What follows belongs to an exercise in optimizing a design on an open flow for small area, a short achievable clock period and few clock cycles per item; a production flow would make more cautious choices.
Where RTL was checked, it was by simulation tests only, not by an equivalence proof against the original.
No functional check of the RTL was part of runs 3 to 5 and 7.

### run.sh
#!/bin/bash
# synth_recipe.tcl (not shown) runs the flow's synth.tcl, then flattens the netlist and writes it again
# the make line also repeats each setting of config.mk as NAME=value (left out here)
make -C /OpenROAD-flow-scripts/flow DESIGN_CONFIG=/design/flow/config.mk WORK_HOME=/design/flow/orfs CLKGATE_MAP_FILE= SYNTH_SCRIPT=/design/flow/synth_recipe.tcl finish
### config.mk
export PLATFORM = sky130hd
export DESIGN_NAME = mod_vector_seq
export DESIGN_NICKNAME = mod_vector_seq
export VERILOG_FILES = /design/flow/design.v
export SDC_FILE = /design/flow/constraint.sdc
export NUM_CORES = 4
export LEC_CHECK = 0
export CAP_MARGIN = 20
export CORE_MARGIN = 2
export CORE_UTILIZATION = 40
export SLEW_MARGIN = 20
### constraint.sdc
create_clock -name core_clock -period 22.0 [get_ports {clk}]
set_input_delay 4.4000 -clock core_clock [delete_from_list [all_inputs] [get_ports {clk}]]
set_output_delay 4.4000 -clock core_clock [all_outputs]
set_load 0.01 [all_outputs]
### design.v
`default_nettype none
module mod_vector_seq #(
  parameter int N   = 8,
  parameter int W   = 16,
  parameter int WW  = 2 * 16,
  parameter int P   = 4,
  parameter int BPC = 4
) (
  input  logic            clk,
  input  logic            rst,
  input  logic            in_valid,
  output logic            in_ready,
  input  logic [N*WW-1:0] in_vec,
  input  logic [W-1:0]    q_in,
  input  logic            signed_mode,
  output logic            out_valid,
  input  logic            out_ready,
  output logic [N*W-1:0]  out_vec,
  output logic            err
);
  localparam int WWP    = WW + 1;
  localparam int STEPS  = (WWP + BPC - 1) / BPC;
  localparam int CHUNKS = N / P;
  localparam int CW     = (CHUNKS > 1) ? $clog2(CHUNKS) : 1;
  localparam int SW     = (STEPS > 1) ? $clog2(STEPS) : 1;
  typedef enum logic [1:0] {
    IDLE = 2'd0,
    BUSY = 2'd1,
    DONE = 2'd2
  } state_t;
  state_t           state;
  logic [CW-1:0]    chunk_r;
  logic [SW-1:0]    step_r;
  logic [N*WW-1:0]  vec_r;
  logic [W-1:0]     q_r;
  logic             smode_r;
  logic [WWP-1:0]   t_r   [P];
  logic             neg_r [P];
  logic [WWP:0]     lane_prep [P];
  logic [WWP-1:0]   t_cur     [P];
  logic             neg_cur   [P];
  logic [WWP-1:0]   t_next    [P];
  logic [W-1:0]     r_lane    [P];
  logic [W-1:0]     res       [P];
  function automatic logic [WWP:0] prep(input logic [WW-1:0] lane,
                                        input logic sm);
    logic [WWP-1:0] ext;
    ext = sm ? {lane[WW-1], lane} : {1'b0, lane};
    prep = {ext[WWP-1], (ext[WWP-1] ? -ext : ext)};
  endfunction
  function automatic logic [WWP-1:0] reduce(input logic [WWP-1:0] t,
                                            input logic [W-1:0]   q,
                                            input int             kt);
    logic [WWP+W-1:0] acc;
    logic [WWP+W-1:0] sub;
    acc = {{W{1'b0}}, t};
    for (int j = 0; j < BPC; j++) begin
      if (kt - j >= 0) begin
        sub = {{WWP{1'b0}}, q} << (kt - j);
        if (acc >= sub) acc = acc - sub;
      end
    end
    reduce = acc[WWP-1:0];
  endfunction
  always_comb begin
    for (int p = 0; p < P; p++) begin
      lane_prep[p] = prep(vec_r[(int'(chunk_r) * P + p) * WW +: WW], smode_r);
      neg_cur[p]   = (step_r == '0) ? lane_prep[p][WWP] : neg_r[p];
      t_cur[p]     = (step_r == '0) ? lane_prep[p][WWP-1:0] : t_r[p];
      t_next[p]    = reduce(t_cur[p], q_r, WWP - 1 - int'(step_r) * BPC);
      r_lane[p]    = t_next[p][W-1:0];
      res[p]       = (neg_cur[p] && (r_lane[p] != '0)) ? (q_r - r_lane[p])
                                                       : r_lane[p];
    end
  end
  always_ff @(posedge clk or posedge rst) begin
    if (rst) begin
      state     <= IDLE;
      in_ready  <= 1'b1;
      out_valid <= 1'b0;
      err       <= 1'b0;
      out_vec   <= '0;
      chunk_r   <= '0;
      step_r    <= '0;
      vec_r     <= '0;
      q_r       <= '0;
      smode_r   <= 1'b0;
      for (int p = 0; p < P; p++) begin
        t_r[p]   <= '0;
        neg_r[p] <= 1'b0;
      end
    end else begin
      case (state)
        IDLE: begin
          if (in_valid) begin
            vec_r    <= in_vec;
            q_r      <= q_in;
            smode_r  <= signed_mode;
            out_vec  <= '0;
            chunk_r  <= '0;
            step_r   <= '0;
            in_ready <= 1'b0;
            if (q_in == '0) begin
              state     <= DONE;
              err       <= 1'b1;
              out_valid <= 1'b1;
            end else begin
              state <= BUSY;
              err   <= 1'b0;
            end
          end
        end
        BUSY: begin
          for (int p = 0; p < P; p++) begin
            t_r[p]   <= t_next[p];
            neg_r[p] <= neg_cur[p];
          end
          if (step_r == SW'(STEPS - 1)) begin
            for (int p = 0; p < P; p++) begin
              out_vec[(int'(chunk_r) * P + p) * W +: W] <= res[p];
            end
            step_r <= '0;
            if (chunk_r == CW'(CHUNKS - 1)) begin
              state     <= DONE;
              out_valid <= 1'b1;
            end else begin
              chunk_r <= chunk_r + 1'b1;
            end
          end else begin
            step_r <= step_r + 1'b1;
          end
        end
        DONE: begin
          if (out_ready) begin
            state     <= IDLE;
            out_valid <= 1'b0;
            in_ready  <= 1'b1;
          end
        end
        default: begin
          state     <= IDLE;
          in_ready  <= 1'b1;
          out_valid <= 1'b0;
        end
      endcase
    end
  end
endmodule
`default_nettype wire
==> summary.txt, run 1 <==
first-pass GRT wire length about 460,000 microns; Via Count 74,969; simple-gate portion of the synthesized area 22.9%; hold buffer count at cts 0; Nets 10,938; Die X 421 microns; Buf/Inv on CP 4; pre-CTS WS 942 ps; Reg clk slew, reported paths 60 ps; crit path time final 20,810 ps; gr usage total 34.0%; placed cell count 12,176; number of synthesized flops with an enable pin 0; Synth Area per Inst roughly 7.3 sq um; layout cells sized above 1 5.79%; multiplexer share of the synthesized area 4.23%; post-route ant nets 0; Layout Utilization 45.9%; P&R area growth vs syn 14.4%; Site Rows 153; Synth area leaders dfrtp_1 20%, ha_1 13%, nand2_1 9.6%, a21oi_1 5.9%, o21ai_0 5.8%; CTS tree built; Post-Syn Area 0.0695 sq mm; DR pass1 iterations 6; Worst EP arrival 21,360 ps; vias in the first global route 69,451; Startpoint Class flop; final worst setup slack 1190 ps; CTS Sinks about 550; GRT overflow 0; crit path capture type flop; RSZ-0062 raised after global routing no; CP max-delay cell dfrtp_4; most frequent cell on the critical path a21oi_1; DRC viols 0; Final setup viols 0; design area 0.0795 sq mm; outcome complete, no violations; Detailed Route WL 315,000 microns; sequential fraction of the synthesis area 19.7%; CP Class reg -> reg; Initial DRC Count 7,980; Area after DPL 0.0771 sq mm; Detailed Place HPWL between 200,000 and 300,000 microns; Worst path top cell family by delay compound AO/OA/AOI/OAI gates; synthesized flop and latch total 547; Synth Area in Compound Gates between 20% and 30%; top-area cell type share of the netlist area approximately 20%; htree depth 3; final setup TNS 0 ps; vias per std cell 6.09; Final Skew 46.8 ps; cell taking the most area after synthesis dfrtp_1; CTS Buf Count 70; Max stage delay on crit path 670 ps; wire per inst 25.5 microns; largest net degree at the start of global routing 211; initial core utilization 40.1%; Slew Limit Fails 0; Cells after Synth between 9,000 and 10,000; Finished Layout Cells 12,312; Bufs on Longest Clock Path 3; period utilisation layout 94.6%; slew at the pin with the worst max-slew slack 1330 ps; I/O Buffers ~400; Max Freq 48.1 MHz; worst skew pair latency 730 ps; Max Cap Viol 0; initial antenna violation count 18; Synth Area in XOR/XNOR 8.58%; GP Congestion 1.06; Core Box Area between 0.15 and 0.2 sq mm; boundary pin count a little over 400; main combinational cell family by area after synthesis compound AO/OA/AOI/OAI gates; Relative slew margins 10.5%; crit path max fanout 41; ys async rst share 100%; CTS Root Cell clkbuf_16; Die Y 421 microns; Adder-Cell Fraction of Synth Area 13.6%; Primary FF master, synth dfrtp_1; Die ar. between 0.15 and 0.2 sq mm; Synth warnings 9; Tightest Hold Check Type reg -> reg; Critical Path RT 22,550 ps; count of different cell masters after synthesis 102; final hold vios 0
[synth_stat cells (all sizes together) (91+ instances only)]
library cell / number
a211oi: 92
a21o: 306
a21oi: 823
a31oi: 111
buf: 95
clkbuf: 311
dfrtp: 546
ha: 732
inv: 261
mux2: 93
mux2i: 189
nand2: 1776
nand2b: 91
nand3: 158
nor2: 793
nor2b: 93
nor3: 228
o21a: 165
o21ai: 834
o31ai: 116
xnor2: 406
xor2: 275
[layout by cell type (no fill, tap or decap), drive strengths merged, types with 30 or more instances in the layout]
master,synthesis,routed
a211oi,92,92
or3,60,60
mux2,93,93
o21a,165,165
nor2,793,793
buf,95,238
a21boi,60,60
ha,732,732
a21o,306,306
dfrtp,546,546
nand2b,91,91
inv,261,268
clkdlybuf4s50,0,407
a22o,47,47
nor4,32,32
or2,48,48
and3,90,90
o211ai,63,63
nand3,158,158
a21oi,823,823
o31ai,116,116
o21bai,66,66
mux2i,189,189
nor2b,93,93
o21ai,834,834
xor2,275,275
nand2,1776,1776
nor3,228,228
clkbuf,311,99
a22oi,30,30
nand4,89,89
conb,1,36
and2,74,74
xnor2,406,406
a31oi,111,111
[flip-flops by register name (all words and copies together), names as in the netlist]
signal / cells
vec_r: 256
state: 2
in_ready: 1
chunk_r: 1
out_valid: 1
smode_r: 1
neg_r: 4
step_r: 4
err: 1
out_vec: 128
q_r: 16
t_r: 132
[what timing repair did]
item / CTS / global route
endpoints found under the setup margin: 0 / 32
setup buffers: 0 / 1
gates resized for setup: 0 / 5
[final timing paths]
| kind | startpoint | endpoint | slack, ps | cells after the start |
|---|---|---|---|---|
| max in group asynchronous | rst | t_r[1][16] | 14650 | 5 |
| min in group asynchronous | rst | vec_r[109] | 4230 | 2 |
| setup reg to reg | chunk_r | out_vec[94] | 1190 | 76 |
| hold reg to reg | vec_r[127] | vec_r[127] | 470 | 2 |
| setup / recovery | chunk_r | out_vec[94] | 1190 | 76 |
| hold / removal | vec_r[127] | vec_r[127] | 470 | 2 |
[stage by stage]
step / hold WS [ps]
after global placement: 456
after floorplan: 439
after global routing: 485
after detailed placement: 459
final: 471
after CTS: 472
[final cells by class]
type	instances	area, sq um
multi-input cells	8396	53600
clock inverters	25	398
inverters	264	998
repair buffers	646	5930
clock buffers	98	1980
diodes	11	27.5
flip-flops and latches	547	13700
well taps	2325	2910
fillers	17527	93700
[worst reg2reg max path, delay by kind of cell (launching register included)]
family	cells	cell delay, ps
AO/OA/AOI/OAI	39	10670
AND/OR/NAND/NOR	20	4440
adder cells (fa/ha/maj)	8	2590
buffers and inverters	4	990
XOR/XNOR	4	860
flip-flops	1	670
multiplexers	1	450
[metal layers]
layer / share of wire, % / routed length, microns / up-vias / GRT usage [%]
met4: 7.0 / 21900 / 14 / 20.0
li1: - / - / 35108 / -
met1: 42 / 133000 / 35567 / 45.2
met3: 9.5 / 29800 / 783 / 7.33
met5: 0.061 / 192 / - / 0.430
met2: 41 / 130000 / 3497 / 50.3
[cells by family (layout without fill, tap and decap cells)]
group | Yosys count | in the layout
DFF | 547 | 547
buffers and inverters | 670 | 1033
other | 1 | 47
xor gates and xnor gates | 681 | 681
and+or+nand+nor | 3616 | 3616
adders and majority gates | 758 | 758
muxes | 282 | 282
AOI/OAI and AO/OA | 3023 | 3023
Testbench counts, summed over its fixed seeds: cycles 40,960, items 2,048.
==> inputs of run 2 (changes only) <==
==> design.v (replaced) <==
`default_nettype none
module mod_vector_seq #(
  parameter int N  = 8,
  parameter int W  = 16,
  parameter int WW = 32,
  parameter int K  = 4
) (
  input  logic            clk,
  input  logic            rst,
  input  logic            in_valid,
  output logic            in_ready,
  input  logic [N*WW-1:0] in_vec,
  input  logic [W-1:0]    q_in,
  input  logic            signed_mode,
  output logic            out_valid,
  input  logic            out_ready,
  output logic [N*W-1:0]  out_vec,
  output logic            err
);
  localparam int G  = WW / K;            
  localparam int GW = $clog2(G);
  logic [GW-1:0]  ld_cnt;                
  logic           bb_valid;              
  logic           bb_first;              
  logic           bb_last;               
  logic [K-1:0]   bb    [N];             
  logic [W-1:0]   qm1_r;                 
  logic           qz_r;                  
  logic           sm_r;                  
  logic [W-1:0]   r     [N];             
  logic [W-1:0]   r_nx  [N];
  logic stall;
  assign stall = out_valid & ~out_ready;
  assign in_ready = (ld_cnt == GW'(G - 1));
  function automatic logic [W-1:0] step(input logic [W-1:0] rr,
                                        input logic         b,
                                        input logic [W-1:0] qm1);
    logic [W:0] t;
    t = {rr, b};
    step = (t > {1'b0, qm1}) ? W'(t - {1'b0, qm1} - 1'b1) : t[W-1:0];
  endfunction
  always_comb begin
    for (int i = 0; i < N; i++) begin
      logic [K-1:0] bits;
      logic [W-1:0] a;
      bits = bb[i] & {K{~qz_r}};
      if (bb_first)
        a = (sm_r & bits[K-1]) ? qm1_r : {{(W-1){1'b0}}, bits[K-1] & (qm1_r != '0)};
      else
        a = step(r[i], bits[K-1], qm1_r);
      for (int j = K - 2; j >= 0; j--)
        a = step(a, bits[j], qm1_r);
      r_nx[i] = a;
    end
  end
  always_ff @(posedge clk) begin
    if (!stall) begin
      for (int i = 0; i < N; i++) begin
        r[i]  <= r_nx[i];
        bb[i] <= in_vec[i*WW + WW - 1 - int'(ld_cnt) * K -: K];
      end
      bb_first <= (ld_cnt == '0);
      bb_last  <= (ld_cnt == GW'(G - 1));
      if (ld_cnt == '0) begin
        qm1_r <= q_in - 1'b1;
        qz_r  <= (q_in == '0);
        sm_r  <= signed_mode;
      end
    end
  end
  always_ff @(posedge clk or posedge rst) begin
    if (rst) begin
      ld_cnt    <= '0;
      out_valid <= 1'b0;
      err       <= 1'b0;
    end else begin
      if (!stall && in_valid)
        ld_cnt <= (ld_cnt == GW'(G - 1)) ? '0 : ld_cnt + 1'b1;
      if (out_valid && out_ready)
        out_valid <= 1'b0;
      if (bb_valid && bb_last && !stall) begin
        out_valid <= 1'b1;
        err       <= qz_r;
      end
    end
  end
  always_ff @(posedge clk or posedge rst) begin
    if (rst)         bb_valid <= 1'b0;
    else if (!stall) bb_valid <= in_valid;
  end
  always_comb
    for (int i = 0; i < N; i++)
      out_vec[i*W +: W] = r[i];
endmodule
`default_nettype wire
==> run 2 against run 1 <==
Highest routed layer unchanged. Via count shrank 45%. Non-clock buffer count shrank 169. Cell count shrank 47%. Critical endpoint is now r[2][0]. Die area shrank 42%. Hold slack gained 46 ps. Wire length shrank 46%. Clock skew shrank 17 ps. Largest cell class unchanged. Synthesized area shrank 42%.
==> summary.txt, run 2 <==
commonest cells after routing, fill and taps aside 547 x ha_1, 507 x a21oi_1, 407 x clkdlybuf4s50_1 (was 1,774 x nand2_1, 816 x a21oi_1, 806 x o21ai_0); Post-CTS Setup Repair Bufs 0 (unchanged); ys async rst share 3.23% (was 100%); reg2reg path depth 41 (was 76); number of fill cells 9,853 (was 17,527); met2 wire length 75,600 microns (was 130,000 microns); Nets 6,108 (was 10,938); r2r endpoint r[2][0] (was out_vec[94]); sequential fraction of the synthesis area 13.8% (was 19.7%); final setup TNS 0 ps (unchanged); Tightest Hold Check Type reg -> reg (unchanged); Worst EP arrival 13,390 ps (was 21,360 ps); Reg clk slew, reported paths 90 ps (was 60 ps); top post-synthesis cells by count 549 x ha_1, 507 x a21oi_1, 382 x nor2_1 (was 1,776 x nand2_1, 823 x a21oi_1, 811 x o21ai_0); synthesized flop and latch total 186 (was 547); worst skew pair latency 550 ps (was 730 ps); Critical Path RT 22,310 ps (was 22,550 ps); CP max-delay cell edfxtp_1 (was dfrtp_4); placed cell count 6,529 (was 12,176); most common cell in the netlist ha_1 (was nand2_1); GRT overflow 0 (unchanged); count of different cell masters after synthesis 100 (was 102); Relative slew margins 30.2% (was 10.5%); top-area cell type share of the netlist area 17.1% (was 19.7%); area of the multi-input gates 0.0331 sq mm (was 0.0536 sq mm); RSZ-0062 raised after global routing no (unchanged); Met3 Wirelength 16,600 microns (was 29,800 microns); commonest non-fill, non-tap cell in the layout ha_1 (was nand2_1); CP Class reg -> reg (unchanged); crit path capture type flop (unchanged); Die ar. 0.103 sq mm (was 0.177 sq mm); gr usage total 32.1% (was 34.0%); Startpoint Class flop (unchanged); Die Y 321 microns (was 421 microns); Setup crit start qm1_r[7] (was chunk_r); final hold vios 0 (unchanged); biggest regs r x128, bb x32, qm1_r x16 (was vec_r x256, t_r x132, out_vec x128); reg2reg setup slack 8920 ps (was 1190 ps); GP Congestion 1.01 (was 1.06); Detailed Place HPWL 134,000 microns (was 251,000 microns); post-route ant nets 0 (unchanged); last element of the critical path r[2][0] (was out_vec[94]); Final Skew 30.1 ps (was 46.8 ps); Detailed Route WL 171,000 microns (was 315,000 microns); crit path time final 13,080 ps (was 20,810 ps); initial antenna violation count 10 (was 18); Max stage delay on crit path 750 ps (was 670 ps); CTS Sinks 186 (was 547); Post-CTS Resized 0 (unchanged); layout cells sized above 1 9.10% (was 5.79%); first-pass GRT wire length 247,000 microns (was 456,000 microns); period utilisation layout 59.5% (was 94.6%); Met1 Routed Length 70,400 microns (was 133,000 microns); I/O Buffers 407 (unchanged); boundary pin count 408 (unchanged); Post-Syn Area 0.0402 sq mm (was 0.0695 sq mm); Reg with most FFs r (was vec_r); slew at the pin with the worst max-slew slack 1050 ps (was 1330 ps); Synth Area per Inst 8.20 sq um (was 7.26 sq um); max reg flops 128 (was 256); Slew Limit Fails 0 (unchanged); initial core utilization 40.2% (was 40.1%); Synth warnings 4 (was 9); CTS Buf Count 17 (was 70); outcome complete, no violations (unchanged); Initial DRC Count 4,170 (was 7,980); Final setup viols 0 (unchanged); cell taking the most area after synthesis ha_1 (was dfrtp_1); Finished Layout Cells 6,563 (was 12,312); FF-to-FF Start qm1_r[7] (was chunk_r); Max Freq 76.4 MHz (was 48.1 MHz); Core Box Area 0.0999 sq mm (was 0.173 sq mm); Via Count 41,126 (was 74,969); Synth area leaders ha_1 17%, edfxtp_1 13%, mux2_2 6.3%, a21oi_1 6.3%, xnor2_1 6.0% (was dfrtp_1 20%, ha_1 13%, nand2_1 9.6%, a21oi_1 5.9%, o21ai_0 5.8%); crit path max fanout 29 (was 41); DRC viols 0 (unchanged); CTS tree built (unchanged); Max Cap Viol 0 (unchanged); number of synthesized flops with an enable pin 180 (was 0); Die X 321 microns (was 421 microns); highest routed layer met5 (unchanged); vias in the first global route 39,015 (was 69,451); Cells after Synth 4,896 (was 9,578); register area 0.00556 sq mm (was 0.0137 sq mm); vias per std cell 6.27 (was 6.09); Site Rows 116 (was 153); wire per inst 26.0 microns (was 25.5 microns); largest net degree at the start of global routing 64 (was 211); hold buffer count at cts 0 (unchanged); DR pass1 iterations 8 (was 6); Bufs on Longest Clock Path 2 (was 3); htree depth 4 (was 3); Primary FF master, synth edfxtp_1 (was dfrtp_1); P&R area growth vs syn 15.6% (was 14.4%); CTS Root Cell clkbuf_16 (unchanged)
## run 2: layer usage
metal  GRT usage, %  up-vias
met4           14.4       10
met3           7.11      352
met2           51.1     1879
met1           41.4    19577
met5              0        -
li1               -    19308
## run 2: worst min path at each step
| stage | start | end | slack, ps | depth (start not counted) |
|---|---|---|---|---|
| after floorplan | bb_last | out_valid | 450 | 2 |
| after global placement | err | err | 490 | 1 |
| after detailed placement | err | err | 500 | 1 |
| final | err | err | 520 | 1 |
| after global routing | err | err | 540 | 1 |
| after CTS | err | err | 520 | 1 |
## run 2: critical path, delay by kind of cell (launching register included)
| family | cells | cell delay, ps |
|---|---|---|
| flops | 1 | 750 |
| compound gates | 20 | 4480 |
| mux | 5 | 2020 |
| buf+inv | 4 | 960 |
| simple gates | 8 | 2890 |
| fa+ha+maj | 4 | 1700 |
## run 2: layout make-up
type                       count  share of cell area [%]
inverter                     257                    2.08
tap                         1298                    3.50
clock buffer                  19                   0.933
clock inverter                13                   0.235
sequential                   186                    12.0
multi-input combinational   4311                    71.3
timing repair buffer         477                    9.91
antenna                        2                  0.0108
## run 2: cells by family (layout without fill, tap and decap cells)
group	count (synthesis)	count (layout)	synth area share (%)
xor+xnor	415	415	9.05
simple gates	1286	1286	15.6
other cells	0	2	0
flops	186	186	13.8
compound gates	1601	1601	25.6
fa+ha+maj	581	581	18.7
buf+inv	399	766	3.92
mux	428	428	13.3
## run 2: through the flow
step	instance area, sq um	setup WS, ps	util [%]	hold slack, ps
finish	46400	8920	46.5	518
CTS	46400	9400	46.5	519
global placement	45800	9400	45.9	487
global route	46400	8510	46.5	542
detailed placement	45800	9450	45.9	498
floorplan	40200	10110	-	448
Testbench counts of run 2, summed over its fixed seeds: cycles 16,400, items 2,048.
==> inputs of run 3 (changes only) <==
==> design.v (replaced) <==
`default_nettype none
module mod_vector_seq #(
  parameter int N  = 8,
  parameter int W  = 16,
  parameter int WW = 32,
  parameter int K  = 4
) (
  input  logic            clk,
  input  logic            rst,
  input  logic            in_valid,
  output logic            in_ready,
  input  logic [N*WW-1:0] in_vec,
  input  logic [W-1:0]    q_in,
  input  logic            signed_mode,
  output logic            out_valid,
  input  logic            out_ready,
  output logic [N*W-1:0]  out_vec,
  output logic            err
);
  localparam int G  = WW / K;            
  localparam int GL = (WW - W) / K;      
  localparam int GW = $clog2(G);
  logic [GW-1:0]  ld_cnt;                
  logic           act;                   
  logic           bb_v;                  
  logic           bb_last;               
  logic [K-1:0]   bb    [N];             
  logic [W-1:0]   q1_r;                  
  logic [W-1:0]   nq_r;                  
  logic           qz_r;                  
  logic [W-1:0]   r     [N];             
  logic [W-1:0]   r0    [N];             
  logic [W-1:0]   rs    [N];             
  logic idle, stall, start, qlong, qzero;
  logic [GW-1:0] g0, ld_sel;
  assign stall  = out_valid & ~out_ready;
  assign idle   = ~act & ~bb_v;
  assign start  = idle & in_valid & ~stall;
  assign qlong  = q_in[W-1];
  assign qzero  = (q_in == '0);
  assign g0     = qlong ? GW'(GL) : '0;
  assign ld_sel = idle ? g0 : ld_cnt;
  assign in_ready = act & (ld_cnt == GW'(G - 1));
  function automatic logic [W-1:0] step(input logic [W-1:0] rr,
                                        input logic         b,
                                        input logic [W-1:0] nq);
    logic [W:0]   t;
    logic [W+1:0] s;
    t = {rr, b};
    s = {1'b0, t} + {2'b01, nq} + 1'b1;
    step = s[W+1] ? s[W-1:0] : t[W-1:0];
  endfunction
  always_comb begin
    for (int i = 0; i < N; i++) begin
      logic [WW-1:0] x;
      logic          sneg, add;
      logic [W-1:0]  h, a;
      logic [W:0]    t;
      logic [W+1:0]  s;
      x    = in_vec[i*WW +: WW];
      sneg = signed_mode & x[WW-1];
      h    = qlong ? x[WW-1 -: W] : {W{sneg}};
      add  = idle & sneg;
      a    = r[i];
      for (int j = K - 1; j >= 1; j--)
        a = step(a, bb[i][j] & ~qz_r, (j == K - 1) ? ~q1_r : nq_r);
      t    = idle ? {1'b0, h} : {a, bb[i][0] & ~qz_r};
      s    = {1'b0, t} + (!idle ? {2'b01, nq_r} : add ? {2'b00, q_in} : {2'b01, ~q_in})
           + {{(W+1){1'b0}}, ~add};
      rs[i] = (s[W+1] | add) ? s[W-1:0] : t[W-1:0];
      r0[i] = rs[i] & {W{~qzero}};
    end
  end
  always_ff @(posedge clk) begin
    for (int i = 0; i < N; i++) begin
      bb[i] <= in_vec[i*WW + WW - 1 - int'(ld_sel) * K -: K];
      if (!stall)
        r[i] <= idle ? r0[i] : rs[i];
    end
    if (idle) begin
      q1_r <= q_in;
      nq_r <= ~q_in;
      qz_r <= qzero;
    end
  end
  always_ff @(posedge clk or posedge rst) begin
    if (rst) begin
      act       <= 1'b0;
      bb_v      <= 1'b0;
      bb_last   <= 1'b0;
      ld_cnt    <= '0;
      out_valid <= 1'b0;
      err       <= 1'b0;
    end else begin
      bb_v    <= start | act;
      bb_last <= act & (ld_cnt == GW'(G - 1));
      if (start) begin
        act    <= 1'b1;
        ld_cnt <= g0 + 1'b1;
      end else if (act) begin
        ld_cnt <= ld_cnt + 1'b1;
        if (ld_cnt == GW'(G - 1))
          act <= 1'b0;
      end
      if (out_valid && out_ready)
        out_valid <= 1'b0;
      if (bb_v && bb_last) begin
        out_valid <= 1'b1;
        err       <= qz_r;
      end
    end
  end
  always_comb
    for (int i = 0; i < N; i++)
      out_vec[i*W +: W] = r[i];
endmodule
`default_nettype wire
==> flow/run.sh (new file) <==
#!/bin/bash
set -euo pipefail
bash standard.sh SETUP_SLACK_MARGIN=12 finish > standard_flow.log 2>&1
==> standard.sh (new file) <==
#!/bin/bash
# synth_recipe.tcl (not shown) runs the flow's synth.tcl, then flattens the netlist and writes it again
# the make line also repeats each setting of config.mk as NAME=value (left out here)
make -C /OpenROAD-flow-scripts/flow DESIGN_CONFIG=/design/flow/config.mk WORK_HOME=/design/flow/orfs CLKGATE_MAP_FILE= SYNTH_SCRIPT=/design/flow/synth_recipe.tcl "${@:-finish}"
removed: run.sh
==> run 3 against run 2 <==
Still clean on timing, DRC and antenna. First-iteration DRC count rose by 22%. Global-route usage up 2.5 points. Sequential cell count is 15 higher. Count of clock-buffer cells in the layout increased by 20. Largest cell class unchanged.
==> summary.txt, run 3 <==
top-area cell type share of the netlist area 16.2% (was 17.1%); synthesized flop and latch total 201 (was 186); Max Freq 101 MHz (was 76.4 MHz); Reg with most FFs r (unchanged); period utilisation layout 45.0% (was 59.5%); most common cell in the netlist ha_1 (unchanged); Nets 6,412 (was 6,108); Synth Area per Inst 8.04 sq um (was 8.20 sq um); Max stage delay on crit path 420 ps (was 750 ps); DR pass1 iterations 6 (was 8); CTS Buf Count 28 (was 17); Relative slew margins 19.5% (was 30.2%); Die X 321 microns (about the same); post-route ant nets 0 (unchanged); r2r endpoint r[0][7] (was r[2][0]); cell taking the most area after synthesis ha_1 (unchanged); Setup crit start q1_r[6] (was qm1_r[7]); Startpoint Class flop (unchanged); Bufs on Longest Clock Path 3 (was 2); DRC viols 0 (unchanged); final setup TNS 0 ps (unchanged); Core Box Area 0.0999 sq mm (unchanged); vias per std cell 6.36 (was 6.27); sequential fraction of the synthesis area 14.1% (was 13.8%); CTS Sinks 201 (was 186); Worst EP arrival 10,300 ps (was 13,390 ps); Synth area leaders ha_1 16%, edfxtp_1 12%, xnor2_1 7.7%, a21oi_1 5.3%, o21ai_0 4.7% (was ha_1 17%, edfxtp_1 13%, mux2_2 6.3%, a21oi_1 6.3%, xnor2_1 6.0%); Post-Syn Area 0.0402 sq mm (about the same); crit path capture type flop (unchanged); GP Congestion 0.979 (was 1.01); Synth warnings 5 (was 4); initial core utilization 40.3% (was 40.2%); Critical Path RT 22,390 ps (was 22,310 ps); most frequent cell on the critical path buf_6; layout cells sized above 1 19.0% (was 9.10%); Detailed Route WL 191,000 microns (was 171,000 microns); FF-to-FF Start q1_r[6] (was qm1_r[7]); biggest regs r x128, bb x32 (was r x128, bb x32, qm1_r x16); Die ar. 0.103 sq mm (about the same); RSZ-0062 raised after global routing yes (was no); wire per inst 27.8 microns (was 26.0 microns); top post-synthesis cells by count 522 x ha_1, 428 x a21oi_1, 420 x nor2_1 (was 549 x ha_1, 507 x a21oi_1, 382 x nor2_1); Site Rows 116 (unchanged); commonest cells after routing, fill and taps aside 475 x ha_1, 406 x clkdlybuf4s50_1, 405 x nor2_1 (was 547 x ha_1, 507 x a21oi_1, 407 x clkdlybuf4s50_1); ys async rst share 3.98% (was 3.23%); largest net degree at the start of global routing 109 (was 64); gr usage total 34.6% (was 32.1%); Tightest Hold Check Type reg -> reg (unchanged); CP Class reg -> reg (unchanged); max reg flops 128 (unchanged); Slew Limit Fails 0 (unchanged); CTS tree built (unchanged); CP max-delay cell a2111o_1 (was edfxtp_1); design area 0.0519 sq mm (was 0.0464 sq mm); slew at the pin with the worst max-slew slack 1210 ps (was 1050 ps); Initial DRC Count 5,081 (was 4,170); number of synthesized flops with an enable pin 161 (was 180); crit path time final 9910 ps (was 13,080 ps); worst skew pair latency 640 ps (was 550 ps); Max Cap Viol 0 (unchanged); Cells after Synth 5,002 (was 4,896); outcome complete, no violations (unchanged); Final Skew 39.5 ps (was 30.1 ps); last element of the critical path r[0][7] (was r[2][0]); I/O Buffers 407 (unchanged); Primary FF master, synth edfxtp_1 (unchanged); CTS Root Cell clkbuf_16 (unchanged); reg2reg path depth 46 (was 41); first-pass GRT wire length 264,000 microns (was 247,000 microns); crit path max fanout 8 (was 29); Detailed Place HPWL 143,000 microns (was 134,000 microns); P&R area growth vs syn 29.0% (was 15.6%); final hold vios 0 (unchanged); htree depth 1 (was 4); initial antenna violation count 9 (was 10); Via Count 43,878 (was 41,126); reg2reg setup slack 12,090 ps (was 8920 ps); commonest non-fill, non-tap cell in the layout ha_1 (unchanged); count of different cell masters after synthesis 92 (was 100); boundary pin count 408 (unchanged); Area after DPL 0.0459 sq mm (was 0.0458 sq mm); Final setup viols 0 (unchanged); Reg clk slew, reported paths 70 ps (was 90 ps); GRT overflow 0 (unchanged); Die Y 321 microns (about the same); vias in the first global route 40,025 (was 39,015)
run 3: cell types whose count changed after synthesis, sizes merged, moves of 37 or more:
cell    change
o31ai      +79
nand3      +66
nor2       +37
nand4      -65
a21oi      -79
xnor2      +78
a21o       -73
clkbuf     +74
o22ai      -98
o21ai     +104
inv        -59
mux2       -74
run 3: worst min path at each step:
stage	start	endpoint	slack, ps	cells past startpoint
3_3_place_gp	ld_cnt[1]	ld_cnt[1]	560	1
2_1_floorplan	bb_last	out_valid	450	2
4_1_cts	bb_last	out_valid	560	2
6_report	bb_last	out_valid	570	2
3_5_place_dp	bb_last	out_valid	530	2
5_1_grt	ld_cnt[0]	ld_cnt[0]	610	2
run 3: per-stage QoR:
step	setup slack, ps	cells	util [%]	hold slack [ps]
floorplan	12000	5002	-	452
global placement	10050	6579	46.0	557
detailed placement	9810	6579	46.0	533
CTS	11990	6742	48.9	561
global route	11790	6893	51.9	612
finish	12090	6896	51.9	570
run 3: what timing repair did:
action,CTS,global route
endpoints found under the setup margin,128,128
hold buffers,0,0
pin swaps,56,207
resized for setup,223,373
setup buffers,98,138
gates cloned,13,13
run 3: area by class of cell:
type	count	area [sq um]
Tap cell	1298	1620
Fill cell	9456	48000
Clock inverter	13	114
Inverter	198	815
Clock buffer	39	890
Multi-Input combinational cell	4392	35600
Antenna cell	3	7.51
Timing Repair Buffer	752	7120
Sequential cell	201	5680
run 3: routing by layer:
| metal | track usage, % | share of wire (%) | up-vias | wire, microns |
|---|---|---|---|---|
| li1 | - | - | 19855 | - |
| met1 | 44.9 | 39 | 20995 | 75300 |
| met2 | 52.7 | 43 | 2479 | 81700 |
| met3 | 7.68 | 11 | 528 | 21100 |
| met4 | 19.8 | 6.9 | 21 | 13200 |
| met5 | 0 | 0.084 | - | 161 |
run 3: logic make-up after synthesis:
| family | count (synthesis) | share of synthesized area [%] |
|---|---|---|
| simple gates | 1403 | 16.6 |
| fa+ha+maj | 562 | 18.2 |
| buf+inv | 416 | 3.98 |
| compound gates | 1569 | 25.1 |
| mux | 355 | 11.2 |
| xor+xnor | 496 | 10.8 |
| flops | 201 | 14.1 |
run 3: worst max-delay path: cells and delay by family (launching register included):
| family | cells | cell delay (ps) |
|---|---|---|
| buffers and inverters | 9 | 1100 |
| adder cells (fa/ha/maj) | 4 | 1010 |
| multiplexers | 3 | 770 |
| flip-flops | 1 | 380 |
| AO/OA/AOI/OAI | 25 | 5720 |
| AND/OR/NAND/NOR | 5 | 650 |
==> inputs of run 4 (changes only) <==
==> flow/run.sh (replaced) <==
#!/bin/bash
set -euo pipefail
bash standard.sh SETUP_SLACK_MARGIN=14 MATCH_CELL_FOOTPRINT=0 finish > standard_flow.log 2>&1
--- a/config.mk
+++ b/config.mk
@@ -7,2 +7,3 @@
 export LEC_CHECK = 0
+export ABC_AREA = 1
 export CAP_MARGIN = 20
==> run 4 against run 3 <==
Global-route usage grew 6.1 points. Die area up 8.4%. Cell area up 17%. Sequential cell count stayed put. Non-clock buffer count grew 192. Maximum frequency rose by 23%.
==> summary.txt, run 4 <==
ys async rst share 3.98% (unchanged); sequential fraction of the synthesis area 13.0% (was 14.1%); CP Class in -> reg (was reg -> reg); GP Congestion 1.02 (was 0.979); boundary pin count 408 (unchanged); Max stage delay on crit path 330 ps (was 420 ps); Final Skew 50.4 ps (was 39.5 ps); Via Count 56,146 (was 43,878); Initial DRC Count 6,951 (was 5,081); Bufs on Longest Clock Path 3 (unchanged); CTS Buf Count 30 (was 28); Reg with most FFs r (unchanged); synthesized flop and latch total 201 (unchanged); first-pass GRT wire length 336,000 microns (was 264,000 microns); Worst EP arrival 8440 ps (was 10,300 ps); initial antenna violation count 22 (was 9); Startpoint Class input pin (was flop); Synth area leaders nand2_1 16%, ha_1 15%, edfxtp_1 11%, a21oi_1 9.2%, inv_1 7.1% (was ha_1 16%, edfxtp_1 12%, xnor2_1 7.7%, a21oi_1 5.3%, o21ai_0 4.7%); Max Cap Viol 0 (unchanged); FF-to-FF Start q1_r[1] (was q1_r[6]); DRC viols 0 (unchanged); largest net degree at the start of global routing 131 (was 109); Layout Utilization 55.9% (was 51.9%); most frequent cell on the critical path nand2_1 (was buf_6); Primary FF master, synth edfxtp_1 (unchanged); r2r endpoint r[6][5] (was r[0][7]); cell taking the most area after synthesis nand2_1 (was ha_1); crit path time final 8030 ps (was 9910 ps); I/O Buffers 407 (unchanged); Buf/Inv on CP 8 (was 9); Final setup viols 0 (unchanged); final setup TNS 0 ps (unchanged); Relative slew margins 10.9% (was 19.5%); Max Freq 125 MHz (was 101 MHz); period utilisation layout 36.5% (was 45.0%); CTS Sinks 201 (unchanged); crit path max fanout 30 (was 8); CP max-delay cell clkbuf_4 (was a2111o_1); Core Box Area 0.109 sq mm (was 0.0999 sq mm); vias per std cell 5.99 (was 6.36); P&R area growth vs syn 39.2% (was 29.0%); commonest non-fill, non-tap cell in the layout nand2_1 (was ha_1); number of fill cells 10,741 (was 9,456); Slew Limit Fails 0 (unchanged); biggest regs r x128, bb x32 (unchanged); Die Y 334 microns (was 321 microns); reg2reg path depth 57 (was 46); Synth Area per Inst 6.10 sq um (was 8.04 sq um); max reg flops 128 (unchanged); CTS Root Cell clkbuf_16 (unchanged); Nets 8,764 (was 6,412); Worst path top cell family by delay buffers and inverters (was compound AO/OA/AOI/OAI gates); Site Rows 121 (was 116); count of different cell masters after synthesis 59 (was 92); vias in the first global route 49,624 (was 40,025); worst skew pair latency 640 ps (about the same); final hold slack 502 ps (was 570 ps); GRT overflow 0 (unchanged); final hold vios 0 (unchanged); Critical Path RT 22,410 ps (was 22,390 ps); CTS tree built (unchanged); post-route ant nets 0 (unchanged); gr usage total 40.7% (was 34.6%); initial core utilization 40.2% (was 40.3%); Die X 334 microns (was 321 microns); Cells after Synth 7,155 (was 5,002); DR pass1 iterations 6 (unchanged); layout cells sized above 1 21.8% (was 19.0%); outcome complete, no violations (unchanged); last element of the critical path r[0][15] (was r[0][7]); top post-synthesis cells by count 1,854 x nand2_1, 829 x inv_1, 801 x a21oi_1 (was 522 x ha_1, 428 x a21oi_1, 420 x nor2_1); commonest cells after routing, fill and taps aside 1,617 x nand2_1, 766 x inv_1, 604 x a21oi_1 (was 475 x ha_1, 406 x clkdlybuf4s50_1, 405 x nor2_1); wire per inst 26.3 microns (was 27.8 microns); critical path depth in cells 26 (was 46); reg2reg setup slack 14,140 ps (was 12,090 ps); crit path capture type flop (unchanged); htree depth 1 (unchanged); Reg clk slew, reported paths 70 ps (about the same); Synth warnings 5 (unchanged); most common cell in the netlist nand2_1 (was ha_1); Tightest Hold Check Type reg -> reg (unchanged); Die ar. 0.112 sq mm (was 0.103 sq mm); RSZ-0062 raised after global routing yes (unchanged); slew at the pin with the worst max-slew slack 1320 ps (was 1210 ps); Detailed Route WL 247,000 microns (was 191,000 microns); number of synthesized flops with an enable pin 161 (unchanged); Post-Syn Area 0.0436 sq mm (was 0.0402 sq mm); Setup crit start q_in[15] (was q1_r[6]); Detailed Place HPWL 179,000 microns (was 143,000 microns); top-area cell type share of the netlist area 15.9% (was 16.2%)
[run 4: cell types whose count changed after synthesis, sizes merged, moves of 92 or more]
cell    before   now
o31ai       99     5
o21ai      392   632
o22ai       10   107
nand2b      92     0
a21oi      429   807
nand2      326  1874
mux2i      139     2
inv        197   851
nand3      153   490
xor2       144   237
xnor2      352   166
nor2       420   535
mux2       156     0
[run 4: how the worst min path moves through the flow]
stage	start	to	slack (ps)	cells after the start
final	bb_last	out_valid	500	2
after global routing	bb_last	out_valid	530	2
after CTS	bb_last	out_valid	510	2
after detailed placement	err	err	490	2
after global placement	bb_last	out_valid	490	2
after floorplan	bb_last	out_valid	460	2
[run 4: per-layer routing]
| layer | global-route usage, % | part of all wire (%) | wire, microns |
|---|---|---|---|
| met3 | 6.92 | 11 | 26600 |
| met5 | 0 | 0.035 | 87 |
| met4 | 19.6 | 5.9 | 14600 |
| met2 | 61.4 | 42 | 104000 |
| met1 | 55.9 | 41 | 102000 |
[run 4: metrics by stage]
step                      area, sq um  instances  setup WS (ps)
final                           60700       9369          13970
after global routing            60700       9363          13740
after CTS                       53600       9111          13940
after detailed placement        49100       8817          10450
after global placement          49100       8817          10860
after floorplan                 43600       7155          14030
[run 4: cell families after synthesis]
group,after synthesis,share of synthesized area [%]
AOI/OAI and AO/OA,1802,22.6
muxes,2,0.0459
adders and majority gates,562,16.8
xor gates and xnor gates,403,8.09
buffers and inverters,1117,10.1
and+or+nand+nor,3068,29.4
DFF,201,13.0
[run 4: what timing repair did]
action	CTS	global route
pin swaps	81	344
cloned	35	18
gates resized for setup	441	1071
endpoints found under the setup margin	141	132
setup buffers	203	234
hold buffers	0	0
[run 4: worst register-to-register path: cells and delay by family (launching register included)]
kind / cells / cell delay (ps)
compound gates: 12 / 1530
fa+ha+maj: 3 / 700
buf+inv: 21 / 2700
flops: 1 / 400
simple gates: 21 / 2360
[run 4: area by class of cell]
cell class | instances | area [sq um] | share of cell area [%]
clock buffer | 37 | 828 | 1.36
multi-input combinational | 5856 | 39700 | 65.3
tap | 1414 | 1770 | 2.91
inverter | 864 | 3400 | 5.59
antenna | 6 | 15.0 | 0.0247
timing repair inverter | 28 | 224 | 0.369
clock inverter | 19 | 228 | 0.375
timing repair buffer | 944 | 8910 | 14.7
sequential | 201 | 5680 | 9.35
==> inputs of run 5 (changes only) <==
--- a/design.v
+++ b/design.v
@@ -5,3 +5,3 @@
   parameter int WW = 32,
-  parameter int K  = 4
+  parameter int K  = 2
 ) (
==> flow/run.sh (replaced) <==
#!/bin/bash
set -euo pipefail
bash standard.sh SETUP_SLACK_MARGIN=14.5 finish > standard_flow.log 2>&1
--- a/config.mk
+++ b/config.mk
@@ -8,5 +8,5 @@
 export ABC_AREA = 1
-export CAP_MARGIN = 20
+export CAP_MARGIN = 30
 export CORE_MARGIN = 2
 export CORE_UTILIZATION = 40
-export SLEW_MARGIN = 20
+export SLEW_MARGIN = 30
==> run 5 against run 4 <==
Sequential cell count decreased by 15. Synthesized cell count down 31%. Cell area decreased by 40%. Critical path type unchanged. Cell count is 33% lower. Largest cell class unchanged. Hold slack better by 1.5 ps. First-iteration DRC count decreased by 37%. Count of clock-buffer cells in the layout down 20. Highest routed layer unchanged. Wire length is 43% lower. Global-route usage is 5.7 points lower. Still clean on timing, DRC and antenna. Worst setup slack better by 600 ps.
==> summary.txt, run 5 <==
outcome complete, no violations (unchanged); Reg clk slew, reported paths 80 ps (was 70 ps); Die ar. 0.0766 sq mm (was 0.112 sq mm); Die Y 277 microns (was 334 microns); crit path max fanout 14 (was 30); CTS Buf Count 17 (was 30); layout cells sized above 1 5.43% (was 21.8%); count of different cell masters after synthesis 49 (was 59); DR pass1 iterations 6 (unchanged); CP Class in -> reg (unchanged); Nets 5,873 (was 8,764); worst skew pair latency 520 ps (was 640 ps); synthesized flop and latch total 186 (was 201); Met3 Wirelength 14,700 microns (was 26,600 microns); final worst setup slack 14,580 ps (was 13,970 ps); Tightest Hold Check Type reg -> reg (unchanged); Primary FF master, synth edfxtp_1 (unchanged); slew at the pin with the worst max-slew slack 1080 ps (was 1320 ps); CTS Root Cell clkbuf_16 (unchanged); hold path depth 2 (unchanged); met2 wire length 59,600 microns (was 104,000 microns); DRC viols 0 (unchanged); CTS Sinks 186 (was 201); wire per inst 22.3 microns (was 26.3 microns); cell taking the most area after synthesis nand2_1 (unchanged); commonest cells after routing, fill and taps aside 1,393 x nand2_1, 702 x inv_1, 669 x nand3_1 (was 1,617 x nand2_1, 766 x inv_1, 604 x a21oi_1); Synth area leaders nand2_1 18%, edfxtp_1 16%, nand3_1 11%, ha_1 11%, inv_1 9.0% (was nand2_1 16%, ha_1 15%, edfxtp_1 11%, a21oi_1 9.2%, inv_1 7.1%); largest net degree at the start of global routing 127 (was 131); Post-Syn Area 0.0297 sq mm (was 0.0436 sq mm); htree depth 4 (was 1); most common cell in the netlist nand2_1 (unchanged); top post-synthesis cells by count 1,414 x nand2_1, 711 x inv_1, 670 x nand3_1 (was 1,854 x nand2_1, 829 x inv_1, 801 x a21oi_1); Synth Area per Inst 5.99 sq um (was 6.10 sq um); sequential fraction of the synthesis area 18.1% (was 13.0%); placed cell count 6,188 (was 8,817); Die X 277 microns (was 334 microns); final setup TNS 0 ps (unchanged); reg2reg path depth 24 (was 57); Slew Limit Fails 0 (unchanged); Reg with most FFs r (unchanged); I/O Buffers 407 (unchanged); Layout Utilization 49.3% (was 55.9%); crit path capture type flop (unchanged); final hold vios 0 (unchanged); Finished Layout Cells 6,293 (was 9,369); Relative slew margins 27.9% (was 10.9%); initial core utilization 40.6% (was 40.2%); Core Box Area 0.0733 sq mm (was 0.109 sq mm); Area after DPL 0.0345 sq mm (was 0.0491 sq mm); Worst EP arrival 7690 ps (was 8440 ps); Site Rows 99 (was 121); Detailed Route WL 140,000 microns (was 247,000 microns); vias per std cell 5.65 (was 5.99); GRT overflow 0 (unchanged); Max Cap Viol 0 (unchanged); Initial DRC Count 4,395 (was 6,951); Max Freq 135 MHz (was 125 MHz); crit path time final 7420 ps (was 8030 ps); Final setup viols 0 (unchanged); ys async rst share 4.84% (was 3.98%); design area 0.0362 sq mm (was 0.0607 sq mm); Synth warnings 5 (unchanged); commonest non-fill, non-tap cell in the layout nand2_1 (unchanged); period utilisation layout 33.7% (was 36.5%); boundary pin count 408 (unchanged); final hold slack 504 ps (was 502 ps); CTS tree built (unchanged); Detailed Place HPWL 105,000 microns (was 179,000 microns); Cells after Synth 4,965 (was 7,155); RSZ-0062 raised after global routing no (was yes); Critical Path RT 22,260 ps (was 22,410 ps); GP Congestion 0.971 (was 1.02); post-route ant nets 0 (unchanged); P&R area growth vs syn 21.6% (was 39.2%); pre-CTS WS 12,360 ps (was 10,450 ps); Via Count 35,529 (was 56,146); number of synthesized flops with an enable pin 161 (unchanged); Met1 Routed Length 59,400 microns (was 102,000 microns); initial antenna violation count 13 (was 22); gr usage total 35.0% (was 40.7%); top-area cell type share of the netlist area 17.8% (was 15.9%); Bufs on Longest Clock Path 2 (was 3); Startpoint Class input pin (unchanged); Final Skew 19.7 ps (was 50.4 ps); vias in the first global route 32,053 (was 49,624); first-pass GRT wire length 203,000 microns (was 336,000 microns); number of fill cells 7,794 (was 10,741); max reg flops 128 (unchanged); highest routed layer met5 (unchanged)
-- run 5: area by class of cell --
cell class	count	area [sq um]	area share, %
Multi-Input combinational cell	3872	21200	58.7
Tap cell	959	1200	3.32
Timing Repair inverter	2	12.5	0.0346
Timing Repair Buffer	500	4900	13.6
Antenna cell	8	20.0	0.0554
Sequential cell	186	5380	14.9
Inverter	734	2820	7.81
Clock buffer	17	425	1.18
Clock inverter	15	173	0.478
-- run 5: kinds of logic after synthesis --
| family | Yosys count | share of synthesized area, % |
|---|---|---|
| and+or+nand+nor | 2521 | 36.7 |
| AOI/OAI and AO/OA | 920 | 16.2 |
| buffers and inverters | 911 | 12.2 |
| adders and majority gates | 283 | 12.5 |
| DFF | 186 | 18.1 |
| xor gates and xnor gates | 143 | 4.21 |
| muxes | 1 | 0.0379 |
-- run 5: path summary, 6_finish.rpt --
check | to | start | slack [ps]
worst max-delay path | r[7][0] | q_in[11] | 14580
worst min-delay path | out_valid | bb_last | 500
worst max register to register | r[6][15] | q1_r[4] | 16240
worst min register to register | out_valid | bb_last | 500
max in group asynchronous | ld_cnt[0] | rst | 17480
min in group asynchronous | out_valid | rst | 4250
-- run 5: critical path, cell delays in order --
cell             delay [ps]
clkdlybuf4s50_1         950
inv_1                   300
o21ai_0                 240
a21oi_1                 120
ha_1                    410
nand2_2                 120
nor4_4                  320
nand3_2                 130
nand4_4                 190
inv_8                    60
buf_4                   180
o21ai_0                 160
nor2_1                   90
-- run 5: timing repair --
item | CTS | global route
buffers inserted | 19 | 39
setup endpoints to repair | 143 | 128
hold buffers | 0 | 0
resized for setup | 69 | 103
pin swaps | 11 | 17
gates cloned | 1 | 6
-- run 5: layer usage --
metal | GRT usage, % | vias to the layer above
met4 | 15.2 | 6
met5 | 0 | -
met2 | 53.7 | 1880
li1 | - | 17103
met1 | 47.5 | 16274
met3 | 7.13 | 266
==> inputs of run 6 (changes only) <==
--- a/design.v
+++ b/design.v
@@ -5,3 +5,3 @@
   parameter int WW = 32,
-  parameter int K  = 2
+  parameter int K  = 4
 ) (
@@ -27,4 +27,3 @@
   logic [K-1:0]   bb    [N];             
-  logic [W-1:0]   q1_r;                  
-  logic [W-1:0]   nq_r;                  
+  logic [W-1:0]   q_r;                   
   logic           qz_r;                  
@@ -45,3 +44,3 @@
                                         input logic         b,
-                                        input logic [W-1:0] nq);
+                                        input logic [W-1:0] q);
     logic [W:0]   t;
@@ -49,5 +48,7 @@
     t = {rr, b};
-    s = {1'b0, t} + {2'b01, nq} + 1'b1;
+    s = {1'b0, t} + {2'b01, ~q} + 1'b1;
     step = s[W+1] ? s[W-1:0] : t[W-1:0];
   endfunction
+  logic [W-1:0] qa;
+  assign qa = idle ? q_in : q_r;
   always_comb begin
@@ -65,6 +66,5 @@
       for (int j = K - 1; j >= 1; j--)
-        a = step(a, bb[i][j] & ~qz_r, (j == K - 1) ? ~q1_r : nq_r);
+        a = step(a, bb[i][j] & ~qz_r, q_r);
       t    = idle ? {1'b0, h} : {a, bb[i][0] & ~qz_r};
-      s    = {1'b0, t} + (!idle ? {2'b01, nq_r} : add ? {2'b00, q_in} : {2'b01, ~q_in})
-           + {{(W+1){1'b0}}, ~add};
+      s    = {1'b0, t} + (add ? {2'b00, qa} : {2'b01, ~qa}) + {{(W+1){1'b0}}, ~add};
       rs[i] = (s[W+1] | add) ? s[W-1:0] : t[W-1:0];
@@ -80,4 +80,3 @@
     if (idle) begin
-      q1_r <= q_in;
-      nq_r <= ~q_in;
+      q_r  <= q_in;
       qz_r <= qzero;
==> flow/run.sh (replaced) <==
#!/bin/bash
set -euo pipefail
bash standard.sh SETUP_SLACK_MARGIN=12 finish > standard_flow.log 2>&1
--- a/config.mk
+++ b/config.mk
@@ -8,5 +8,5 @@
 export ABC_AREA = 1
-export CAP_MARGIN = 30
+export CAP_MARGIN = 20
 export CORE_MARGIN = 2
 export CORE_UTILIZATION = 40
-export SLEW_MARGIN = 30
+export SLEW_MARGIN = 20
==> run 6 against run 5 <==
Maximum frequency is 22% lower. Sequential cell count down 1. Worst setup slack worse by 2100 ps. Clock skew shrank 1.9 ps. Still clean on timing, DRC and antenna. Count of clock-buffer cells in the layout unchanged. Via count is 40% higher. Critical path type is now reg -> reg. Hold slack gained 28 ps. Cell count grew 37%.
==> summary.txt, run 6 <==
Reg clk slew, reported paths 100 ps (was 80 ps); cell taking the most area after synthesis nand2_1 (unchanged); Die X 331 microns (was 277 microns); ys async rst share 4.32% (was 4.84%); simple-gate portion of the synthesized area 30.3% (was 36.7%); CP max-delay cell ha_1 (was clkdlybuf4s50_1); Bufs on Longest Clock Path 2 (unchanged); register area 0.00504 sq mm (was 0.00538 sq mm); Synth Area in Compound Gates 21.5% (was 16.2%); Cells after Synth 6,929 (was 4,965); layout cells sized above 1 5.11% (was 5.43%); initial antenna violation count 12 (was 13); count of different cell masters after synthesis 65 (was 49); GP Congestion 0.992 (was 0.971); main combinational cell family by area after synthesis simple AND/OR/NAND/NOR gates (unchanged); area of the multi-input gates 0.0337 sq mm (was 0.0212 sq mm); Max Cap Viol 0 (unchanged); Setup crit start qz_r (was q_in[11]); final worst setup slack 12,490 ps (was 14,580 ps); most common cell in the netlist nand2_1 (unchanged); final setup TNS 0 ps (unchanged); Via Count 49,705 (was 35,529); P&R area growth vs syn 14.3% (was 21.6%); Min-Delay Startpoint bb_last (unchanged); DRC viols 0 (unchanged); crit path time final 9510 ps (was 7420 ps); Nets 8,031 (was 5,873); hold buffer count at cts 0 (unchanged); I/O Buffers 407 (unchanged); boundary pin count 408 (unchanged); max reg flops 128 (unchanged); Max Freq 105 MHz (was 135 MHz); CP Class reg -> reg (was in -> reg); gr usage total 35.6% (was 35.0%); Reg with most FFs r (unchanged); Layout Utilization 46.2% (was 49.3%); initial core utilization 40.4% (was 40.6%); Critical Path RT 22,330 ps (was 22,260 ps); Synth Area per Inst 6.17 sq um (was 5.99 sq um); number of fill cells 11,481 (was 7,794); htree depth 4 (unchanged); Startpoint Class flop (was input pin); Slew Limit Fails 0 (unchanged); Die ar. 0.109 sq mm (was 0.0766 sq mm); CTS tree built (unchanged); vias in the first global route 45,519 (was 32,053); Max stage delay on crit path 450 ps (was 950 ps); Core Box Area 0.106 sq mm (was 0.0733 sq mm); Relative slew margins 12.9% (was 27.9%); CTS Sinks 185 (was 186); Adder-Cell Fraction of Synth Area 16.5% (was 12.5%); Site Rows 119 (was 99); pre-CTS WS 11,470 ps (was 12,360 ps); outcome complete, no violations (unchanged); Post-Syn Area 0.0427 sq mm (was 0.0297 sq mm); worst skew pair latency 540 ps (was 520 ps); RSZ-0062 raised after global routing no (unchanged); top post-synthesis cells by count 1,857 x nand2_1, 770 x inv_1, 652 x a21oi_1 (was 1,414 x nand2_1, 711 x inv_1, 670 x nand3_1); multiplexer share of the synthesized area 0.0468% (was 0.0379%); period utilisation layout 43.2% (was 33.7%); biggest regs r x128, bb x32, q_r x16; placed cell count 8,566 (was 6,188); Initial DRC Count 5,330 (was 4,395); GRT overflow 0 (unchanged); vias per std cell 5.77 (was 5.65); post-route ant nets 0 (unchanged); Final Skew 17.8 ps (was 19.7 ps); top-area cell type share of the netlist area 16.3% (was 17.8%); CTS Buf Count 17 (unchanged); Synth area leaders nand2_1 16%, ha_1 15%, edfxtp_1 9.1%, a21oi_1 7.6%, o21ai_0 6.9% (was nand2_1 18%, edfxtp_1 16%, nand3_1 11%, ha_1 11%, inv_1 9.0%); sequential fraction of the synthesis area 11.8% (was 18.1%); FF-to-FF Start qz_r (was q1_r[4]); crit path max fanout 27 (was 14); DR pass1 iterations 6 (unchanged); slew at the pin with the worst max-slew slack 1290 ps (was 1080 ps); Synth warnings 5 (unchanged); Die Y 331 microns (was 277 microns); Finished Layout Cells 8,616 (was 6,293); synthesized flop and latch total 185 (was 186); Detailed Place HPWL 157,000 microns (was 105,000 microns); commonest cells after routing, fill and taps aside 1,853 x nand2_1, 749 x inv_1, 650 x a21oi_1 (was 1,393 x nand2_1, 702 x inv_1, 669 x nand3_1); commonest non-fill, non-tap cell in the layout nand2_1 (unchanged); most frequent cell on the critical path nand2_1 (was o21ai_0); Synth Area in XOR/XNOR 9.96% (was 4.21%); Detailed Route WL 202,000 microns (was 140,000 microns); number of synthesized flops with an enable pin 129 (was 161); final hold vios 0 (unchanged); crit path capture type flop (unchanged); Primary FF master, synth edfxtp_1 (unchanged); wire per inst 23.4 microns (was 22.3 microns); CTS Root Cell clkbuf_16 (unchanged); Tightest Hold Check Type reg -> reg (unchanged); final hold slack 531 ps (was 504 ps); largest net degree at the start of global routing 111 (was 127); first-pass GRT wire length 291,000 microns (was 203,000 microns); Final setup viols 0 (unchanged); Worst EP arrival 9840 ps (was 7690 ps)
[run 6: cell types whose count changed in the layout (fill, tap and decap cells not counted), moves of 47 or more]
cell     previous run  this run
a21oi_1           408       650
ha_1              258       512
inv_1             702       749
nand2_1          1393      1853
nand3_1           669       456
nor2_1            224       424
o21ai_0           372       564
o21ai_1            14        94
xnor2_1            32       185
xor2_1            111       301
[run 6: worst max-delay path, delay by kind of cell, from the launching register on]
family                     cells  cell delay [ps]
AOI/OAI and AO/OA             15             3010
xor gates and xnor gates       1              150
adders and majority gates      5             1730
buffers and inverters          5             1210
DFF                            1              420
and+or+nand+nor               23             2740
[run 6: kinds of logic (layout without fill, tap and decap cells)]
| family | count (synthesis) | count (layout) |
|---|---|---|
| other | 0 | 4 |
| multiplexers | 2 | 2 |
| XOR/XNOR | 486 | 486 |
| flip-flops | 185 | 185 |
| adder cells (fa/ha/maj) | 546 | 546 |
| AO/OA/AOI/OAI | 1647 | 1647 |
| AND/OR/NAND/NOR | 3035 | 3038 |
| buffers and inverters | 1028 | 1317 |
[run 6: path summary, 6_finish.rpt]
path / to / slack (ps) / depth (start not counted)
min reg2reg: out_valid / 530 / 2
min: out_valid / 530 / 2
max reg2reg: r[0][1] / 12490 / 49
max in group asynchronous: ld_cnt[2] / 17540 / 2
min in group asynchronous: out_valid / 4170 / 2
max: r[0][1] / 12490 / 49
[run 6: final cells by class]
| class | instances | area share, % |
|---|---|---|
| multi-input cells | 5719 | 69.0 |
| flip-flops and latches | 185 | 10.3 |
| repair buffers | 476 | 9.59 |
| inverters | 806 | 6.28 |
| well taps | 1391 | 3.56 |
| clock buffers | 17 | 0.871 |
| clock inverters | 15 | 0.310 |
| repair inverters | 3 | 0.0410 |
| diodes | 4 | 0.0205 |
[run 6: metrics by stage]
step,cell area [sq um]
global placement,47900
global route,48800
finish,48900
detailed placement,48000
CTS,48600
floorplan,42700
[run 6: timing repair]
item | 4_1_cts | 5_1_grt
pin swaps | 1 | 5
gates resized for setup | 14 | 61
gates cloned | 1 | 5
endpoints found under the setup margin | 47 | 128
buffers inserted | 0 | 8
[run 6: metal layers]
metal	routed length (microns)	track usage, %
met5	49	0
met1	87000	48.0
met2	86500	55.1
met3	18500	6.61
met4	9790	15.8
Testbench counts of run 6, summed over its fixed seeds: cycles 10,248, items 2,048.
==> inputs of run 7 (changes only) <==
--- a/design.v
+++ b/design.v
@@ -5,3 +5,3 @@
   parameter int WW = 32,
-  parameter int K  = 4
+  parameter int K  = 2
 ) (
==> run.sh (new file) <==
#!/bin/bash
# synth_recipe.tcl (not shown) runs the flow's synth.tcl, then flattens the netlist and writes it again
# the make line also repeats each setting of config.mk as NAME=value (left out here)
make -C /OpenROAD-flow-scripts/flow DESIGN_CONFIG=/design/flow/config.mk WORK_HOME=/design/flow/orfs CLKGATE_MAP_FILE= SYNTH_SCRIPT=/design/flow/synth_recipe.tcl finish
--- a/config.mk
+++ b/config.mk
@@ -7,3 +7,2 @@
 export LEC_CHECK = 0
-export ABC_AREA = 1
 export CAP_MARGIN = 20
removed: flow/run.sh
removed: standard.sh
==> run 7 against run 6 <==
Maximum frequency fell by 1.4%. Hold slack got worse by 42 ps. Global-route usage fell by 2.6 points. Register-to-register slack improved by 2000 ps. Critical path type is now in -> reg. Largest cell class unchanged.
==> summary.txt, run 7 <==
Die ar. 0.0643 sq mm (was 0.109 sq mm); final hold vios 0 (unchanged); Detailed Route WL 108,000 microns (was 202,000 microns); Worst EP arrival 9950 ps (was 9840 ps); crit path time final 9640 ps (was 9510 ps); outcome complete, no violations (unchanged); reg2reg setup slack 14,510 ps (was 12,490 ps); Max Cap Viol 0 (unchanged); Setup crit start signed_mode (was qz_r); first-pass GRT wire length 157,000 microns (was 291,000 microns); Final setup viols 0 (unchanged); RSZ-0062 raised after global routing no (unchanged); Finished Layout Cells 4,122 (was 8,616); Nets 3,824 (was 8,031); synthesized flop and latch total 170 (was 185); Core Box Area 0.0616 sq mm (was 0.106 sq mm); Adder-Cell Fraction of Synth Area 14.3% (was 16.5%); GP Congestion 0.987 (was 0.992); commonest non-fill, non-tap cell in the layout clkdlybuf4s50_1 (was nand2_1); biggest regs r x128, bb x16, q_r x16 (was r x128, bb x32, q_r x16); Post-CTS Resized 0 (was 14); Synth Area in XOR/XNOR 10.3% (was 9.96%); CTS tree built (unchanged); Die X 254 microns (was 331 microns); vias per std cell 6.23 (was 5.77); Critical Path RT 22,310 ps (was 22,330 ps); ys async rst share 5.29% (was 4.32%); Bufs on Longest Clock Path 2 (unchanged); Synth Area per Inst 8.52 sq um (was 6.17 sq um); main combinational cell family by area after synthesis compound AO/OA/AOI/OAI gates (was simple AND/OR/NAND/NOR gates); Tightest Hold Check Type reg -> reg (unchanged); max reg flops 128 (unchanged); Via Count 25,696 (was 49,705); period utilisation layout 43.8% (was 43.2%); Synth area leaders edfxtp_1 16%, ha_1 13%, xnor2_1 8.4%, a21oi_1 7.1%, mux4_2 6.9% (was nand2_1 16%, ha_1 15%, edfxtp_1 9.1%, a21oi_1 7.6%, o21ai_0 6.9%); boundary pin count 408 (unchanged); number of fill cells 5,881 (was 11,481); crit path max fanout 22 (was 27); ANT cells 0 (was 4); placed cell count 4,090 (was 8,566); Cells after Synth 2,926 (was 6,929); final setup TNS 0 ps (unchanged); CTS Sinks 170 (was 185); FF-to-FF Start qz_r (unchanged); CTS Root Cell clkbuf_16 (unchanged); Reg with most FFs r (unchanged); top-area cell type share of the netlist area 15.5% (was 16.3%); Slew Limit Fails 0 (unchanged); count of different cell masters after synthesis 100 (was 65); Post-CTS Setup Repair Bufs 0 (unchanged); DR pass1 iterations 6 (unchanged); number of synthesized flops with an enable pin 129 (unchanged); DRC viols 0 (unchanged); initial core utilization 40.5% (was 40.4%); Reg clk slew, reported paths 80 ps (was 100 ps); r2r endpoint r[1][2] (was r[0][1]); hold buffer count at cts 0 (unchanged); most common cell in the netlist a21oi_1 (was nand2_1); post-route ant nets 0 (unchanged); I/O Buffers 407 (unchanged); Site Rows 91 (was 119); Startpoint Class input pin (was flop); CTS Buf Count 17 (unchanged); Primary FF master, synth edfxtp_1 (unchanged); sequential fraction of the synthesis area 19.0% (was 11.8%); cell taking the most area after synthesis edfxtp_1 (was nand2_1); Die Y 254 microns (was 331 microns)
run 7: logic make-up after synthesis:
group / count (synthesis)
AO/OA/AOI/OAI: 902
XOR/XNOR: 294
adder cells (fa/ha/maj): 275
buffers and inverters: 248
flip-flops: 170
multiplexers: 237
AND/OR/NAND/NOR: 800
run 7: through the flow:
| stage | hold WS [ps] | util (%) | area [sq um] | setup WS, ps |
|---|---|---|---|---|
| after floorplan | 458 | - | 24900 | 12920 |
| after global placement | 466 | 48.6 | 29900 | 12190 |
| after detailed placement | 478 | 48.6 | 29900 | 12050 |
| after CTS | 497 | 49.5 | 30500 | 12570 |
| after global routing | 536 | 49.5 | 30500 | 12110 |
| final | 490 | 49.5 | 30500 | 12360 |
run 7: final cells by class:
type | count | area share, %
Inverter | 118 | 1.46
Clock inverter | 13 | 0.357
Multi-Input combinational cell | 2508 | 63.2
Sequential cell | 170 | 15.5
Timing Repair Buffer | 457 | 14.6
Clock buffer | 19 | 1.48
Tap cell | 837 | 3.43
run 7: worst min path at each step:
stage	endpoint	depth (start not counted)	start	slack, ps
2_1_floorplan	out_valid	2	bb_last	460
3_3_place_gp	err	2	err	470
3_5_place_dp	err	2	err	480
6_report	err	2	err	490
5_1_grt	err	2	err	540
4_1_cts	err	2	err	500
run 7: worst max-delay path, cell delays in order:
cell and delay, ps:
clkdlybuf4s50_1 450, buf_4 290, nor2b_1 810, nand2_1 120
nand2_1 430, a21oi_1 80, a21oi_1 200, ha_1 310
a21oi_1 170, o21ai_0 190, o311ai_0 500, a21oi_2 100
a311oi_2 380, a21oi_2 140, a31oi_4 610, and2_1 550
nand2_1 120, o41ai_1 80
run 7: layer usage:
metal  global-route usage [%]  part of all wire, %  up-vias
met5                        0                0.024        -
met4                     15.7                  4.9        4
met3                     5.08                  8.8      219
met2                     50.9                   44     1314
met1                     45.0                   42    12509
li1                         -                    -    11650

-- separate check: timing with driven ports --
How much do the figures lean on ideal ports? The routed layouts below were timed once more, with nothing changed but the port constraints.
Step 1 (the two cells are an assumption about what drives the block):
set clk [get_ports {clk}]
set_driving_cell -lib_cell sky130_fd_sc_hd__clkbuf_16 $clk
set_driving_cell -lib_cell sky130_fd_sc_hd__buf_2 [delete_from_list [all_inputs] $clk]
Step 2 adds t to the input delays and takes it off the output delays; t is the mean of the earliest and latest rising clock arrival at the registers after step 1. Input paths then give back, and output paths get back, about the clock's delay inside the block.
a / b / c = no drivers / after step 1 / after step 2; a / b = the first two.
run	shift t [ns]	slack for setup (ns)	pins driven straight from the clock port
run 1	0.796	1.191 / 1.191 / 1.191	1
run 2	0.614	8.917 / 8.917 / 8.917	1
run 3	0.700	12.090 / 12.090 / 11.897	1
run 4	0.700	13.973 / 14.029 / 13.330	1
run 5	0.573	14.577 / 14.533 / 13.960	1
run 6	0.595	12.493 / 12.493 / 12.493	1
run 7	0.560	12.361 / 12.385 / 11.825	1
After both steps setup and hold are still met in every run listed. For run 4, which loses most, drivers alone change the setup slack by +0.056 ns; drivers and shift together by -0.643 ns.
